From an optimization exercise on the open Yosys and OpenROAD flow, aimed at small area, a short achievable clock period and few clock cycles per item; shortcuts taken in it are not production practice. The RTL was checked by simulation tests, not by an equivalence proof against the original design.

==> run K: inputs <==
## indexed_list_store
module indexed_list_store (
  input  logic        clk,
  input  logic        rst,
  input  logic        req_valid,
  output logic        req_stall,
  input  logic [2:0]  req_func,
  input  logic [6:0]  req_position,
  input  logic [63:0] req_word,
  output logic        rsp_valid,
  input  logic        rsp_stall,
  output logic [1:0]  rsp_status,
  output logic [5:0]  rsp_found_at,
  output logic [63:0] rsp_word,
  output logic [6:0]  rsp_count
);
==> flow/config.mk <==
export PLATFORM = sky130hd
export DESIGN_NAME = indexed_list_store
export DESIGN_NICKNAME = indexed_list_store
export VERILOG_FILES = /design/flow/design.v
export SDC_FILE = /design/flow/constraint.sdc
export NUM_CORES = 4
export LEC_CHECK = 0
export CAP_MARGIN = 20
export CORE_MARGIN = 2
export CORE_UTILIZATION = 45
export PLACE_DENSITY = 0.6
export SETUP_SLACK_MARGIN = 3.4
export SLEW_MARGIN = 20
==> flow/constraint.sdc <==
create_clock -name core_clock -period 6.0 [get_ports {clk}]
set_input_delay 1.2000 -clock core_clock [delete_from_list [all_inputs] [get_ports {clk}]]
set_output_delay 1.2000 -clock core_clock [all_outputs]
set_load 0.01 [all_outputs]
run.sh (not shown) runs the stock make flow with config.mk's settings and CLKGATE_MAP_FILE= SYNTH_SCRIPT=/design/flow/synth_recipe.tcl, a recipe that flattens the netlist after the stock synthesis.
==> inputs of run E, as changes to run K <==
==> flow/design.v (replaced) <==
package ils_pkg;
  localparam int CAPACITY  = 16;
  localparam int WORD_BITS = 64;
  localparam int IDX_W     = $clog2(CAPACITY);
  localparam int CNT_W     = $clog2(CAPACITY + 1);
  localparam logic [2:0] FN_INSERT = 3'd0;
  localparam logic [2:0] FN_DELETE = 3'd1;
  localparam logic [2:0] FN_FIND   = 3'd2;
  localparam logic [2:0] FN_GET    = 3'd3;
  localparam logic [2:0] FN_UPDATE = 3'd4;
  localparam logic [1:0] ST_OK      = 2'd0;
  localparam logic [1:0] ST_RANGE   = 2'd1;
  localparam logic [1:0] ST_FULL    = 2'd2;
  localparam logic [1:0] ST_MISSING = 2'd3;
endpackage
module ils_cell (
  input  logic                          clk,
  input  logic                          rst,
  input  logic                          alloc,     
  input  logic                          ins_ok,    
  input  logic                          shift,     
  input  logic                          down,      
  input  logic                          is_ins,    
  input  logic                          wr_upd,    
  input  logic                          wr_del,    
  input  logic                          find,
  input  logic                          get,
  input  logic                          pos_lo,    
  input  logic [ils_pkg::IDX_W-1:0]     pos_in,
  input  logic [ils_pkg::WORD_BITS-1:0] word_in,
  output logic [ils_pkg::WORD_BITS-1:0] word,
  output logic [ils_pkg::IDX_W-1:0]     pos,
  output logic                          live,
  output logic                          hit_next,  
  output logic                          sel_next   
);
  logic at, ge, we, kill;
  logic [ils_pkg::IDX_W-1:0] step;
  assign at = live && pos_lo && (pos == pos_in);
  assign ge = pos_lo && (pos >= pos_in);
  assign we   = (is_ins && alloc) || (wr_upd && at);
  assign kill = wr_del && at;
  assign hit_next = find && live && (word == word_in);
  assign sel_next = get && at;
  always_ff @(posedge clk) begin
    if (we) word <= word_in;
  end
  always_comb begin
    step[0] = 1'b1;
    for (int k = 1; k < ils_pkg::IDX_W; k++) begin
      step[k] = step[k-1] && (pos[k-1] ^ down);
    end
  end
  always_ff @(posedge clk) begin
    if (is_ins && alloc) pos <= pos_in;
    else if (shift && ge) pos <= pos ^ step;
  end
  always_ff @(posedge clk) begin
    if (rst) live <= 1'b0;
    else if (ins_ok && alloc) live <= 1'b1;
    else if (kill) live <= 1'b0;
  end
endmodule
module ils_reduce (
  input  logic [ils_pkg::CAPACITY-1:0]                         hits,
  input  logic [ils_pkg::CAPACITY-1:0]                         sels,
  input  logic [ils_pkg::CAPACITY-1:0][ils_pkg::IDX_W-1:0]     pos,
  input  logic [ils_pkg::CAPACITY-1:0][ils_pkg::WORD_BITS-1:0] words,
  output logic                                                 any,
  output logic [ils_pkg::IDX_W-1:0]                            first,
  output logic [ils_pkg::WORD_BITS-1:0]                        sel_word
);
  logic [ils_pkg::CAPACITY-1:0] at_pos;
  always_comb begin
    for (int q = 0; q < ils_pkg::CAPACITY; q++) begin
      at_pos[q] = 1'b0;
      for (int s = 0; s < ils_pkg::CAPACITY; s++) begin
        at_pos[q] = at_pos[q] | (hits[s] && pos[s] == ils_pkg::IDX_W'(q));
      end
    end
  end
  always_comb begin
    first = '0;
    for (int q = ils_pkg::CAPACITY - 1; q >= 0; q--) begin
      if (at_pos[q]) first = ils_pkg::IDX_W'(q);
    end
  end
  always_comb begin
    sel_word = '0;
    for (int s = 0; s < ils_pkg::CAPACITY; s++) begin
      sel_word = sel_word | (words[s] & {ils_pkg::WORD_BITS{sels[s]}});
    end
  end
  assign any = |hits;
endmodule
module indexed_list_store (
  input  logic        clk,
  input  logic        rst,
  input  logic        req_valid,
  output logic        req_stall,
  input  logic [2:0]  req_func,
  input  logic [6:0]  req_position,
  input  logic [63:0] req_word,
  output logic        rsp_valid,
  input  logic        rsp_stall,
  output logic [1:0]  rsp_status,
  output logic [5:0]  rsp_found_at,
  output logic [63:0] rsp_word,
  output logic [6:0]  rsp_count
);
  localparam int N  = ils_pkg::CAPACITY;
  localparam int IW = ils_pkg::IDX_W;
  localparam int CW = ils_pkg::CNT_W;
  localparam int WB = ils_pkg::WORD_BITS;
  logic [CW-1:0] fill, fill_next;
  logic          accept;
  logic       in_range, pos_ok_ins;
  logic       ins_ok, del_ok, upd_ok, find, get_ok, is_ins, is_del, is_upd, is_get, pos_lo;
  logic [1:0] status_now;
  assign accept     = req_valid && !req_stall;
  assign in_range   = 7'(fill) > req_position;
  assign pos_ok_ins = req_position <= 7'(fill);
  assign pos_lo     = req_position[6:IW] == '0;
  assign is_ins     = req_func == ils_pkg::FN_INSERT;
  assign is_del     = req_func == ils_pkg::FN_DELETE;
  assign is_upd     = req_func == ils_pkg::FN_UPDATE;
  assign is_get     = req_func == ils_pkg::FN_GET;
  always_comb begin
    ins_ok     = 1'b0;
    del_ok     = 1'b0;
    upd_ok     = 1'b0;
    find       = 1'b0;
    get_ok     = 1'b0;
    status_now = ils_pkg::ST_OK;
    fill_next  = fill;
    case (req_func)
      ils_pkg::FN_INSERT: begin
        if (!pos_ok_ins) status_now = ils_pkg::ST_RANGE;
        else if (fill[CW-1]) status_now = ils_pkg::ST_FULL;
        else begin
          ins_ok    = 1'b1;
          fill_next = fill + CW'(1);
        end
      end
      ils_pkg::FN_DELETE: begin
        if (!in_range) status_now = ils_pkg::ST_RANGE;
        else begin
          del_ok    = 1'b1;
          fill_next = fill - CW'(1);
        end
      end
      ils_pkg::FN_FIND: begin
        find       = 1'b1;
        status_now = ils_pkg::ST_MISSING;
      end
      ils_pkg::FN_GET: begin
        if (!in_range) status_now = ils_pkg::ST_RANGE;
        else get_ok = 1'b1;
      end
      ils_pkg::FN_UPDATE: begin
        if (!in_range) status_now = ils_pkg::ST_RANGE;
        else upd_ok = 1'b1;
      end
      default: status_now = ils_pkg::ST_RANGE;
    endcase
  end
  logic [N-1:0][WB-1:0] words;
  logic [N-1:0][IW-1:0] pos;
  logic [N-1:0]         live;
  logic [N-1:0]         hit_next, sel_next;
  logic [N-1:0]         alloc;
  always_comb begin
    alloc = '0;
    for (int s = N - 1; s >= 0; s--) begin
      if (!live[s]) alloc = N'(1) << s;
    end
  end
  for (genvar s = 0; s < N; s++) begin : g_slot
    ils_cell u_cell (
      .clk      (clk),
      .rst      (rst),
      .alloc    (alloc[s]),
      .ins_ok   (accept && ins_ok),
      .shift    (accept && ((is_ins && !fill[CW-1]) || is_del)),
      .down     (is_del),
      .is_ins   (is_ins),
      .wr_upd   (accept && is_upd),
      .wr_del   (accept && is_del),
      .find     (find),
      .get      (is_get),
      .pos_lo   (pos_lo),
      .pos_in   (req_position[IW-1:0]),
      .word_in  (req_word),
      .word     (words[s]),
      .pos      (pos[s]),
      .live     (live[s]),
      .hit_next (hit_next[s]),
      .sel_next (sel_next[s])
    );
  end
  logic          r_v, r_find;
  logic [1:0]    r_status;
  logic [N-1:0]  r_hits, r_sels;
  logic          any;
  logic [IW-1:0] first;
  logic [WB-1:0] sel_word;
  ils_reduce u_reduce (
    .hits     (r_hits),
    .sels     (r_sels),
    .pos      (pos),
    .words    (words),
    .any      (any),
    .first    (first),
    .sel_word (sel_word)
  );
  logic [1:0]    red_status;
  logic [IW-1:0] red_found;
  assign red_status = r_find ? (any ? ils_pkg::ST_OK : ils_pkg::ST_MISSING) : r_status;
  assign red_found  = (r_find && any) ? first : '0;
  logic          o_v;
  logic [1:0]    o_status;
  logic [IW-1:0] o_found;
  logic [WB-1:0] o_word;
  logic [CW-1:0] o_count;
  logic o_load;
  assign o_load    = r_v && (!o_v || !rsp_stall);
  assign req_stall = r_v && o_v && rsp_stall;
  always_ff @(posedge clk) begin
    if (rst) begin
      fill <= '0;
      r_v  <= 1'b0;
      o_v  <= 1'b0;
    end else begin
      if (accept) fill <= fill_next;
      r_v <= accept || (r_v && !o_load);
      o_v <= o_load || (o_v && rsp_stall);
    end
  end
  always_ff @(posedge clk) begin
    if (accept) begin
      r_find   <= find;
      r_status <= status_now;
      r_hits   <= hit_next;
      r_sels   <= sel_next;
    end
  end
  always_ff @(posedge clk) begin
    if (o_load) begin
      o_status <= red_status;
      o_found  <= red_found;
      o_word   <= sel_word;
      o_count  <= fill;
    end
  end
  assign rsp_valid    = o_v;
  assign rsp_status   = o_status;
  assign rsp_found_at = 6'(o_found);
  assign rsp_word     = o_word;
  assign rsp_count    = 7'(o_count);
endmodule
- CORE_UTILIZATION: 45 -> 25
- CTS_CLUSTER_DIAMETER: unset -> 100
- CTS_CLUSTER_SIZE: unset -> 18
- PLACE_DENSITY: 0.6 -> 0.4
- SETUP_SLACK_MARGIN: 3.4 -> 3.0
- TNS_END_PERCENT: unset -> 10
==> results.txt <==
metric                                                             run E                      run K
Run status                              no timing/DRC/antenna violations  aborted with a tool error
Last stage reached                                                     -                    5_1_grt
Compound-cell area share of the yosys netlist                      15.2%                      13.6%
Number of clock sinks                                              1,221                      1,288
Final HPWL DP                                                 373,000 um                 285,000 um
Share of cell area taken by muxes after synthesis                0.0165%                      1.48%
Mapped cell area                                             60,500 um^2                62,300 um^2
Mean post-synth cell area                                      12.9 um^2                  13.5 um^2
Die span in y                                                     496 um                     376 um
Cell area after placement                                    68,000 um^2                67,600 um^2
Number of cell rows                                                  180                        136
Warning count from the yosys run                                       3                          4
Number of flip-flops and latches in the synthesized netlist        1,221                      1,288
Final weighted congestion in routability-driven placement           1.05                       1.18
Number of CTS-inserted buffers                                        93                        144
Cell count after synthesis                                         4,676                      4,622
Total number of H-tree levels                                          3                          4
Starting density of the core                                       25.1%                      45.3%
Number of enable flip-flop cells after synthesis                   1,198                      1,263
Post-CTS setup buffer count                                           71                        523
Synth Area in XOR/XNOR                                             11.1%                      11.7%
Share of the synthesized area in the top cell type                 59.4%                      60.9%
Testbench counts of run K, summed over its fixed seeds: cycles 32,016, items 32,000.
Testbench counts of run E, summed over its fixed seeds: cycles 32,016, items 32,000.

separate check: timing with driven ports:
In the flow no input, the clock included, has a driving cell. The finished layout below was timed again as built, in two steps.
Step 1 sets driving cells, clkbuf_16 on the clock port and buf_2 on the other inputs (assumed; they add their load-dependent delay and slew).
Step 2, shift: input delay + t, output delay - t, t = (earliest + latest rising clock arrival at the registers) / 2. This alone moves slack from input paths to output paths.
Slacks: ideal / step 1 / step 2; pairs: ideal / step 1.
run: run E
t, ns: 0.877
setup slack, ns: 2.676 / 2.676 / 1.987
worst setup path at the end: input to register
latest minus earliest clock arrival (ns): 0.067 / 0.067
slew at the worst register clock pin (ns): 0.10 / 0.10
After both steps run E still meets setup and hold. The setup slack of run E moves by 0.000 ns with the drivers and by -0.689 ns with both steps.
